Background: an optimization exercise with open tools, aiming at small area and a short achievable clock period. Do not read the settings as production practice. In this exercise RTL edits were held to simulation tests only and were not proved equivalent to the original. Power is estimated from default activity; no workload was simulated.

===== config.mk =====
export PLATFORM = sky130hd
export DESIGN_NAME = regfile_sb
export DESIGN_NICKNAME = regfile_sb
export VERILOG_FILES = /design/flow/design.v
export SDC_FILE = /design/flow/constraint.sdc
export NUM_CORES = 4
export LEC_CHECK = 0
export CAP_MARGIN = 20
export CORE_MARGIN = 2
export CORE_UTILIZATION = 40
export SLEW_MARGIN = 20

===== constraint.sdc =====
create_clock -name core_clock -period 9.5 [get_ports {clk}]
set_input_delay 1.9000 -clock core_clock [delete_from_list [all_inputs] [get_ports {clk}]]
set_output_delay 1.9000 -clock core_clock [all_outputs]
set_load 0.01 [all_outputs]

===== design.v =====
package rf_pkg;
    localparam int DefDataW = 32;
    localparam int DefAddrW = 5;
    localparam logic [DefDataW-1:0] ZeroWord = '0;
    function automatic integer slice_lo(input integer idx, input integer w);
        slice_lo = idx * w;
    endfunction
endpackage
module rf_scoreboard
#(
    parameter int ADDR_W  = rf_pkg::DefAddrW,
    parameter int NUM_RD  = 3,
    parameter int NUM_WR  = 2,
    parameter bit ZERO_R0 = 1'b1
) (
    input  logic                     clk,
    input  logic                     rst,
    input  logic                     alloc_en,
    input  logic [ADDR_W-1:0]        alloc_addr,
    output logic                     alloc_ok,
    input  logic [NUM_WR-1:0]        wr_en,
    input  logic [NUM_WR*ADDR_W-1:0] waddr,
    input  logic [NUM_RD-1:0]        re,
    input  logic [NUM_RD*ADDR_W-1:0] raddr,
    output logic [NUM_RD-1:0]        rrdy,
    output logic [ADDR_W:0]          pend_cnt
);
    localparam int Depth = 2 ** ADDR_W;
    logic [Depth-1:0]  pending;
    logic [Depth-1:0]  clr;
    logic [Depth-1:0]  set;
    logic [Depth-1:0]  pend_nxt;
    logic [ADDR_W:0]   cnt_nxt;
    logic              alloc_zero;
    logic [ADDR_W-1:0] ra [NUM_RD];
    always_comb begin
        clr = '0;
        for (int i = 0; i < NUM_WR; i++)
            if (wr_en[i]) clr[waddr[i * ADDR_W +: ADDR_W]] = 1'b1;
        alloc_zero = ZERO_R0 && alloc_addr == '0;
        alloc_ok = !rst && alloc_en && (alloc_zero || !pending[alloc_addr] || clr[alloc_addr]);
        set = '0;
        set[alloc_addr] = alloc_ok && !alloc_zero;
        pend_nxt = rst ? '0 : (pending & ~clr) | set;
        cnt_nxt = '0;
        for (int a = 0; a < Depth; a++)
            cnt_nxt = cnt_nxt + (ADDR_W+1)'(pend_nxt[a]);
        for (int k = 0; k < NUM_RD; k++) begin
            ra[k] = raddr[k * ADDR_W +: ADDR_W];
            rrdy[k] = !rst && (!re[k] || (ZERO_R0 && ra[k] == '0) || !pending[ra[k]] || clr[ra[k]]);
        end
    end
    always_ff @(posedge clk) begin
        pending  <= pend_nxt;
        pend_cnt <= cnt_nxt;
    end
endmodule
module regfile_sb
#(
    parameter int DATA_W  = rf_pkg::DefDataW,
    parameter int ADDR_W  = rf_pkg::DefAddrW,
    parameter int NUM_RD  = 3,
    parameter int NUM_WR  = 2,
    parameter bit ZERO_R0 = 1'b1
) (
    input  logic                     clk,
    input  logic                     rst,
    input  logic                     alloc_en,
    input  logic [ADDR_W-1:0]        alloc_addr,
    output logic                     alloc_ok,
    input  logic [NUM_WR-1:0]        we,
    input  logic [NUM_WR*ADDR_W-1:0] waddr,
    input  logic [NUM_WR*DATA_W-1:0] wdata,
    input  logic [NUM_RD-1:0]        re,
    input  logic [NUM_RD*ADDR_W-1:0] raddr,
    output logic [NUM_RD*DATA_W-1:0] rdata,
    output logic [NUM_RD-1:0]        rrdy,
    output logic [ADDR_W:0]          pend_cnt
);
    localparam int Depth = 2 ** ADDR_W;
    logic [DATA_W-1:0] regs [Depth];
    logic [ADDR_W-1:0] wa [NUM_WR];
    logic [DATA_W-1:0] wd [NUM_WR];
    logic [NUM_WR-1:0] wr_eff;
    logic [ADDR_W-1:0] ra [NUM_RD];
    logic [DATA_W-1:0] rd [NUM_RD];
    always_comb begin
        for (int i = 0; i < NUM_WR; i++) begin
            wa[i] = waddr[i * ADDR_W +: ADDR_W];
            wd[i] = wdata[i * DATA_W +: DATA_W];
            wr_eff[i] = we[i] && !rst && !(ZERO_R0 && wa[i] == '0);
        end
    end
    always_ff @(posedge clk) begin
        if (rst) begin
            for (int a = 0; a < Depth; a++) regs[a] <= '0;
        end else begin
            for (int i = 0; i < NUM_WR; i++)
                if (wr_eff[i]) regs[wa[i]] <= wd[i];
        end
    end
    always_comb begin
        rdata = '0;
        for (int k = 0; k < NUM_RD; k++) begin
            ra[k] = raddr[k * ADDR_W +: ADDR_W];
            rd[k] = regs[ra[k]];
            for (int i = 0; i < NUM_WR; i++)
                if (wr_eff[i] && wa[i] == ra[k]) rd[k] = wd[i];
            rdata[k * DATA_W +: DATA_W] =
                (rst || !re[k] || (ZERO_R0 && ra[k] == '0)) ? DATA_W'(rf_pkg::ZeroWord) : rd[k];
        end
    end
    rf_scoreboard #(
        .ADDR_W (ADDR_W),
        .NUM_RD (NUM_RD),
        .NUM_WR (NUM_WR),
        .ZERO_R0(ZERO_R0)
    ) u_sb (
        .clk       (clk),
        .rst       (rst),
        .alloc_en  (alloc_en),
        .alloc_addr(alloc_addr),
        .alloc_ok  (alloc_ok),
        .wr_en     (wr_eff),
        .waddr     (waddr),
        .re        (re),
        .raddr     (raddr),
        .rrdy      (rrdy),
        .pend_cnt  (pend_cnt)
    );
endmodule

===== run.sh =====
#!/bin/bash
# synth_recipe.tcl (not shown) runs the flow's synth.tcl, then flattens the netlist and writes it again
# the make line also repeats each setting of config.mk as NAME=value (left out here)
make -C /OpenROAD-flow-scripts/flow DESIGN_CONFIG=/design/flow/config.mk WORK_HOME=/design/flow/orfs CLKGATE_MAP_FILE= SYNTH_SCRIPT=/design/flow/synth_recipe.tcl finish

==> impl_metrics.ini, run 1 <==
[cells_and_area]
finalNonFillerCells = 8798
nets = 6355
final_cell_area_sq_um = 84800
drive_gt1_share_pct = 19.1
area.growth.synth_to_final_pct = 13.2

[power_and_ir_drop]
pwr-share-seq_pct = 43.4
combPwrFrac_pct = 19.8
power_density_nw_per_um2 = 153
p_switching_mw = 3.96
p_leak_nw = 29.4
power.share.clock_pct = 36.8
max-vdd-ir-drop_mv = 0.188
swShare_pct = 30.6
p_int_mw = 8.98

[yosys]
synth.avg_cell_area_sq_um = 11.8
ys_async_sr_fraction_pct = 0
synth_top_area_share_pct = 41.0
yosysWarnings = 7
yosysTopAreaCell = edfxtp_1
synth_edf_count = 1024
seq_area_frac_synth_pct = 42.0
synth-seq-cells = 1062
synth_area_sq_um = 74900
synthTopCellsByArea = edfxtp_1 41%, mux4_2 13%, a22o_1 12%, mux2i_1 10%, o221ai_1 4.6%
ys_top_cells_by_count = 1024 x a22o_1, 1024 x edfxtp_1, 784 x mux2i_1
synth.distinct_cells = 76
syn_inst = 6360
synth-main-ff-cell = edfxtp_1

[placement]
dp_cells = 8564
place_area_sq_um = 80900
routabilityCongestion = 0.960
hpwl_mm = 221
io_buffer_count = 207

[timing]
setup_tns_ns = 0
min_period_ns = 9.17
post-route-period-util_pct = 96.5
max_freq_mhz = 109
rsz0062_at_grt = false
skew_ns = 0.0124
drv_slew = 0
worstMarginPinSlew_ns = 1.27
final-setup-viol-count = 0
hold_ws_ns = 0.619
hold_viol_final = 0
slew_headroom_pct = 14.8

[floorplan]
die_h_um = 437
fp-row-count = 158
core-area_sq_um = 186000
die_x_um = 437
io_pins = 208
start_util_pct = 40.3
die_area_sq_um = 191000

[detailed_routing]
drcViolationCount = 0
antenna_left = 0
drt-total-wl_mm = 381
drt_iter0_markers = 12300
routedWlPerCell_um = 43.3
dr.pass1.iters = 7
vias = 69100
viasPerCell = 7.85

[global_routing]
gr-total-overflow = 0
grt_pass1_wl_mm = 518
grt_util_met1_pct = 47.3
antenna_found_initial = 11
track_usage_pct = 38.3
grt_start_max_net_pins = 92
use_met2_pct = 53.3
use_met3_pct = 15.6
busiest_layer = met2
grt_pass1_vias = 65700

[setup_path]
end_kind = register
path_max_fanout = 16
critPathSlowestCell = fa_1
cp_top_family = adder cells
crit_required_ns = 10.20
worstSetupPathType = primary input to register
crit_buf_inv = 6
reg2reg_to = u_sb.pend_cnt[4]$_DFF_P_
regToRegSetupSlack_ns = 2.58
crit_top_cell = fa_1
reg2reg_depth = 21
cp.arrival_ns = 9.86
reg2reg_from = u_sb.pending[11]$_DFF_P_
start_kind = primary input
slowest_delay_ns = 0.54
cp.depth = 28

[cts]
clk_latency_ns = 0.78
htree_num_levels = 3
cts_root_buf = clkbuf_16
clk_path_buf_depth = 3
clock_sink_count = 1062
cts_tree = done
clk_pin_slew_ns = 0.06
holdBufCountCts = 0
cts_buffers = 119

[run]
drv_cap = 0

[hold_path]
hold_path_depth = 2
min_to = u_sb.pending[22]$_DFF_P_
hold_start = u_sb.pending[22]$_DFF_P_
hp-class = register to register

[outcome]
status = no timing/DRC/antenna violations
power by group through the flow:
stage / registers [mW] / logic (mW) / clock network (mW)
floorplan: 5.64 / 1.50 / 0
global placement: 5.68 / 2.42 / 0
detailed placement: 5.70 / 2.43 / 0
CTS: 5.60 / 2.44 / 4.73
global route: 5.64 / 2.60 / 4.89
finish: 5.62 / 2.56 / 4.77
cell type report:
cell class | instances | area [sq um]
fillers | 16700 | 101000
multi-input cells | 4331 | 40500
flip-flops and latches | 1062 | 31500
repair buffers | 645 | 5650
clock buffers | 147 | 3100
well taps | 2480 | 3100
clock inverters | 79 | 753
inverters | 49 | 191
diodes | 5 | 12.5
worst reg2reg max path, stage by stage (launching register included):
cell and delay (ns):
dfxtp_1 0.39, mux4_2 0.51, mux4_2 0.48, mux2i_1 0.21, a311o_1 0.23, nor3_4 0.09, buf_4 0.20, o32a_1 0.38
fa_1 0.54, inv_1 0.06, fa_1 0.48, inv_1 0.05, fa_1 0.52, fa_1 0.42, fa_1 0.49, inv_1 0.05
fa_1 0.45, fa_2 0.38, fa_2 0.40, a21o_1 0.19, a21oi_1 0.17, xnor2_1 0.14
metrics by stage:
step                power [mW]  setup slack (ns)  util [%]
floorplan                 7.14          0.000517         -
global placement          8.09            -0.738      43.5
detailed placement        8.13            -0.696      43.5
CTS                       12.8            0.0703      45.6
global route              13.1            0.0800      45.7
finish                    12.9             0.334      45.7
sequential cells by signal, indices dropped and copies added (netlist names):
register	cells
regs	1024
u_sb.pend_cnt	6
u_sb.pending	32
how the worst max path moves through the flow:
stage	start	end	slack, ns
floorplan	waddr[0]	u_sb.pend_cnt[4]$_DFF_P_	0.0005
finish	waddr[5]	u_sb.pend_cnt[4]$_DFF_P_	0.33
detailed placement	waddr[0]	u_sb.pend_cnt[4]$_DFF_P_	-0.70
global placement	waddr[0]	u_sb.pend_cnt[4]$_DFF_P_	-0.74
CTS	waddr[0]	u_sb.pend_cnt[4]$_DFF_P_	0.07
global route	waddr[5]	u_sb.pend_cnt[4]$_DFF_P_	0.08
metal layers:
layer | part of all wire (%) | routed length, um | up-vias
met5 | 0.14 | 540 | -
met4 | 9.0 | 34100 | 31
met3 | 16 | 61900 | 1889
met2 | 40 | 154000 | 6841
met1 | 34 | 131000 | 34200
li1 | - | - | 26100
placed cells by master, fill, tap and decap left out, types with 32 or more instances in the layout:
cell,instances
a211oi_1,111
a21oi_1,332
a22o_1,1024
buf_4,422
clkbuf_16,120
clkdlybuf4s50_1,186
dfxtp_1,38
edfxtp_1,1024
inv_1,42
mux2i_1,784
mux4_2,422
nand2_1,52
nand3_1,33
nor2_1,355
nor2_4,32
nor3_1,170
nor3_2,32
o221ai_1,390
o22ai_1,208
cell families after synthesis:
| group | share of synthesized area, % |
|---|---|
| flops | 42.0 |
| fa+ha+maj | 0.992 |
| simple gates | 4.97 |
| xor+xnor | 0.479 |
| mux | 23.3 |
| buf+inv | 4.92 |
| compound gates | 23.3 |
what timing repair did:
action | CTS | global route
hold endpoints to repair | 0 | 0
endpoints found under the setup margin | 0 | 4
buffers inserted | 0 | 2
gates resized for setup | 0 | 12
==> run 2: changes to the inputs <==
--- a/design.v
+++ b/design.v
@@ -30,28 +30,39 @@
     logic [Depth-1:0]  clr;
     logic [Depth-1:0]  set;
-    logic [Depth-1:0]  pend_nxt;
-    logic [ADDR_W:0]   cnt_nxt;
-    logic              alloc_zero;
-    logic [ADDR_W-1:0] ra [NUM_RD];
-    always_comb begin
-        clr = '0;
-        for (int i = 0; i < NUM_WR; i++)
-            if (wr_en[i]) clr[waddr[i * ADDR_W +: ADDR_W]] = 1'b1;
-        alloc_zero = ZERO_R0 && alloc_addr == '0;
-        alloc_ok = !rst && alloc_en && (alloc_zero || !pending[alloc_addr] || clr[alloc_addr]);
-        set = '0;
-        set[alloc_addr] = alloc_ok && !alloc_zero;
-        pend_nxt = rst ? '0 : (pending & ~clr) | set;
-        cnt_nxt = '0;
-        for (int a = 0; a < Depth; a++)
-            cnt_nxt = cnt_nxt + (ADDR_W+1)'(pend_nxt[a]);
-        for (int k = 0; k < NUM_RD; k++) begin
-            ra[k] = raddr[k * ADDR_W +: ADDR_W];
-            rrdy[k] = !rst && (!re[k] || (ZERO_R0 && ra[k] == '0) || !pending[ra[k]] || clr[ra[k]]);
+    logic [ADDR_W-1:0] wa0, wa1;
+    logic              alloc_zero, alloc_hitw, alloc_pend, inc, dec0, dec1;
+    assign wa0 = waddr[0 +: ADDR_W];
+    assign wa1 = waddr[ADDR_W +: ADDR_W];
+    assign alloc_zero = (alloc_addr == '0);
+    assign alloc_hitw = (wr_en[0] && wa0 == alloc_addr) || (wr_en[1] && wa1 == alloc_addr);
+    assign alloc_pend = pending[alloc_addr];
+    assign alloc_ok   = !rst && alloc_en && (alloc_zero || !alloc_pend || alloc_hitw);
+    genvar a, k;
+    generate
+        assign pending[0] = 1'b0;
+        assign clr[0] = 1'b0;
+        assign set[0] = 1'b0;
+        for (a = 1; a < Depth; a++) begin : g_pend
+            logic p;
+            assign clr[a] = (wr_en[0] && wa0 == a) || (wr_en[1] && wa1 == a);
+            assign set[a] = alloc_ok && (alloc_addr == a);
+            always_ff @(posedge clk)
+                p <= !rst && ((p && !clr[a]) || set[a]);
+            assign pending[a] = p;
         end
-    end
+        for (k = 0; k < NUM_RD; k++) begin : g_rdy
+            logic [ADDR_W-1:0] ra;
+            assign ra = raddr[k * ADDR_W +: ADDR_W];
+            assign rrdy[k] = !rst && (!re[k] || ra == '0 || !pending[ra] ||
+                                      (wr_en[0] && wa0 == ra) || (wr_en[1] && wa1 == ra));
+        end
+    endgenerate
+    assign inc  = alloc_ok && !alloc_zero && !alloc_pend;
+    assign dec0 = wr_en[0] && pending[wa0] && !(alloc_ok && alloc_addr == wa0);
+    assign dec1 = wr_en[1] && pending[wa1] && !(alloc_ok && alloc_addr == wa1) &&
+                  !(wr_en[0] && wa0 == wa1);
     always_ff @(posedge clk) begin
-        pending  <= pend_nxt;
-        pend_cnt <= cnt_nxt;
+        if (rst) pend_cnt <= '0;
+        else     pend_cnt <= pend_cnt + (ADDR_W+1)'(inc) - (ADDR_W+1)'(dec0) - (ADDR_W+1)'(dec1);
     end
 endmodule
==> impl_metrics.ini, run 2 <==
[floorplan]
core-area_sq_um = 176000
start_util_pct = 40.2
die_x_um = 424
die_h_um = 424
fp-row-count = 154
die_area_sq_um = 180000
io_pins = 208

[timing]
slew_headroom_pct = 13.8
final-setup-viol-count = 0
rsz0062_at_grt = false
max_freq_mhz = 118
post-route-period-util_pct = 88.9
worstMarginPinSlew_ns = 1.29
skew_ns = 0.0257
min_period_ns = 8.44
drv_slew = 0
hold_viol_final = 0
setup_tns_ns = 0

[cts]
cts_setup_buffers = 0
htree_num_levels = 3
clock_sink_count = 1061
clk_latency_ns = 0.79
clk_pin_slew_ns = 0.06
cts_tree = done
cts_root_buf = clkbuf_16
clk_path_buf_depth = 3
cts_buffers = 117
ctsResizeCount = 0
holdBufCountCts = 0

[yosys]
synth.avg_cell_area_sq_um = 15.5
seq_area_frac_synth_pct = 44.5
synth-main-ff-cell = edfxtp_1
synthTopCellsByArea = edfxtp_1 43%, mux4_2 32%, a22o_1 12%, clkbuf_1 2.9%, mux2i_1 1.6%
synth_area_sq_um = 70700
synth-seq-cells = 1061
synth_edf_count = 1024
ys_async_sr_fraction_pct = 0
yosysTopAreaCell = edfxtp_1
synth.distinct_cells = 59
ys_top_cells_by_count = 1024 x edfxtp_1, 1005 x mux4_2, 992 x a22o_1
yosysMostFrequentCell = edfxtp_1
synth_top_area_share_pct = 43.5
syn_inst = 4553
yosysWarnings = 6

[outcome]
status = no timing/DRC/antenna violations

[placement]
io_buffer_count = 207
hpwl_mm = 180
place_area_sq_um = 75500
dp_cells = 6641
routabilityCongestion = 0.935

[setup_path]
path_max_fanout = 15
end_kind = primary output
cp.arrival_ns = 6.54
worstSetupPathType = primary input to primary output
crit_required_ns = 7.60
start_kind = primary input

[power_and_ir_drop]
max-vdd-ir-drop_mv = 0.159
p_leak_nw = 25.7
p_switching_mw = 3.57
swShare_pct = 28.0
p_int_mw = 9.19
power_density_nw_per_um2 = 160
power.share.clock_pct = 37.8
pwr-share-seq_pct = 44.0
combPwrFrac_pct = 18.2

[cells_and_area]
final_cell_mix = 1024 x edfxtp_1, 1005 x mux4_2, 992 x a22o_1, 255 x buf_4, 185 x clkdlybuf4s50_1
utilization_pct = 45.2
drive_gt1_share_pct = 34.6
top_regs = regs (1024), u_sb.g_pend.p (31), u_sb.pend_cnt (6)
mostFrequentLayoutCell = edfxtp_1
final_cell_area_sq_um = 79500
finalNonFillerCells = 6877
largest_register_ffs = 1024
area.growth.synth_to_final_pct = 12.4
nets = 4530
regMostFlops = regs

[global_routing]
antenna_found_initial = 18
track_usage_pct = 34.8
gr-total-overflow = 0
grt_pass1_wl_mm = 431
grt_start_max_net_pins = 94
grt_pass1_vias = 52100

[detailed_routing]
drcViolationCount = 0
drt_iter0_markers = 9316
antenna_left = 0
dr.pass1.iters = 7
viasPerCell = 7.84
drt-total-wl_mm = 319
routedWlPerCell_um = 46.4
vias = 53900

[hold_path]
hp-class = register to register

[run]
drv_cap = 0
[run 2: per-layer routing]
metal | vias up | track usage, % | part of all wire, %
met3 | 1377 | 10.9 | 14
li1 | 19500 | - | -
met4 | 8 | 27.9 | 9.2
met2 | 5169 | 52.6 | 45
met5 | - | 0 | 0.017
met1 | 27900 | 41.2 | 32
[run 2: logic make-up (layout without fill, tap and decap cells)]
family,after synthesis,in the layout,synth area share (%)
DFF,1061,1061,44.5
other,1,48,0.00530
and+or+nand+nor,264,264,1.83
adders and majority gates,8,8,0.163
buffers and inverters,792,729,4.33
xor gates and xnor gates,49,49,0.607
AOI/OAI and AO/OA,1253,1253,14.8
muxes,1125,1125,33.7
[run 2: worst paths after layout]
kind	start	depth (start not counted)	endpoint	slack [ns]
max	waddr[9]	8	rdata[0]	1.06
min	u_sb.g_pend[19].p$_DFF_P_	2	u_sb.g_pend[19].p$_DFF_P_	0.57
max reg2reg	u_sb.g_pend[3].p$_DFF_P_	15	u_sb.pend_cnt[5]$_SDFF_PP0_	5.15
min reg2reg	u_sb.g_pend[19].p$_DFF_P_	2	u_sb.g_pend[19].p$_DFF_P_	0.57
[run 2: power by group through the flow]
stage | Sequential (mW) | Combinational, mW | Clock [mW]
floorplan | 5.63 | 1.43 | 0
global placement | 5.67 | 2.26 | 0
detailed placement | 5.70 | 2.26 | 0
CTS | 5.60 | 2.27 | 4.81
global route | 5.64 | 2.36 | 4.99
finish | 5.61 | 2.33 | 4.82
[run 2: stage by stage]
step                hold slack, ns  setup WS, ns  total power, mW
finish                       0.566          1.06             12.8
global route                 0.587          1.04             13.0
CTS                          0.549          1.23             12.7
detailed placement           0.540          1.25             7.96
global placement             0.520         0.854             7.93
floorplan                    0.467          3.46             7.06
[run 2: critical path, cell delays in order]
cell	delay (ns)
clkdlybuf4s50_1	0.66
or3_1	0.63
o31a_1	0.36
nand4_1	0.21
nand3b_1	0.91
buf_4	0.60
o21ai_0	0.58
clkdlybuf4s50_1	0.67
[run 2: cell type report]
type,count,area (sq um)
clock inverters,78,893
fillers,15100,96400
flip-flops and latches,1061,31500
inverters,40,150
clock buffers,142,3040
well taps,2340,2930
diodes,16,40.0
multi-input cells,2731,36800
repair buffers,469,4190

[afterwards: timing with drivers on the ports]
No port has a modelled driver above. Below, the same layouts with a new extraction and two added sets of constraints. Step 1 (the two cells are an assumption about what drives the block):
set clk [get_ports {clk}]
set_driving_cell -lib_cell sky130_fd_sc_hd__clkbuf_16 $clk
set_driving_cell -lib_cell sky130_fd_sc_hd__buf_2 [delete_from_list [all_inputs] $clk]
Step 2 also shifts input and output timing later by t, the mid clock arrival at the registers, as if the neighbouring blocks saw the same clock. Slacks: no drivers / after step 1 / after step 2; pairs: no drivers / after step 1.
run | t, ns | setup WS [ns] | cell pins on the clock port's net
run 1 | 0.889 | 0.334 / 0.395 / -0.494 | 1
run 2 | 0.860 | 1.057 / 1.033 / 1.033 | 1
With both steps, setup timing fails in run 1, where it was met with ideal ports. For run 1, which loses most, drivers alone change the setup slack by +0.061 ns; drivers and shift together by -0.828 ns.
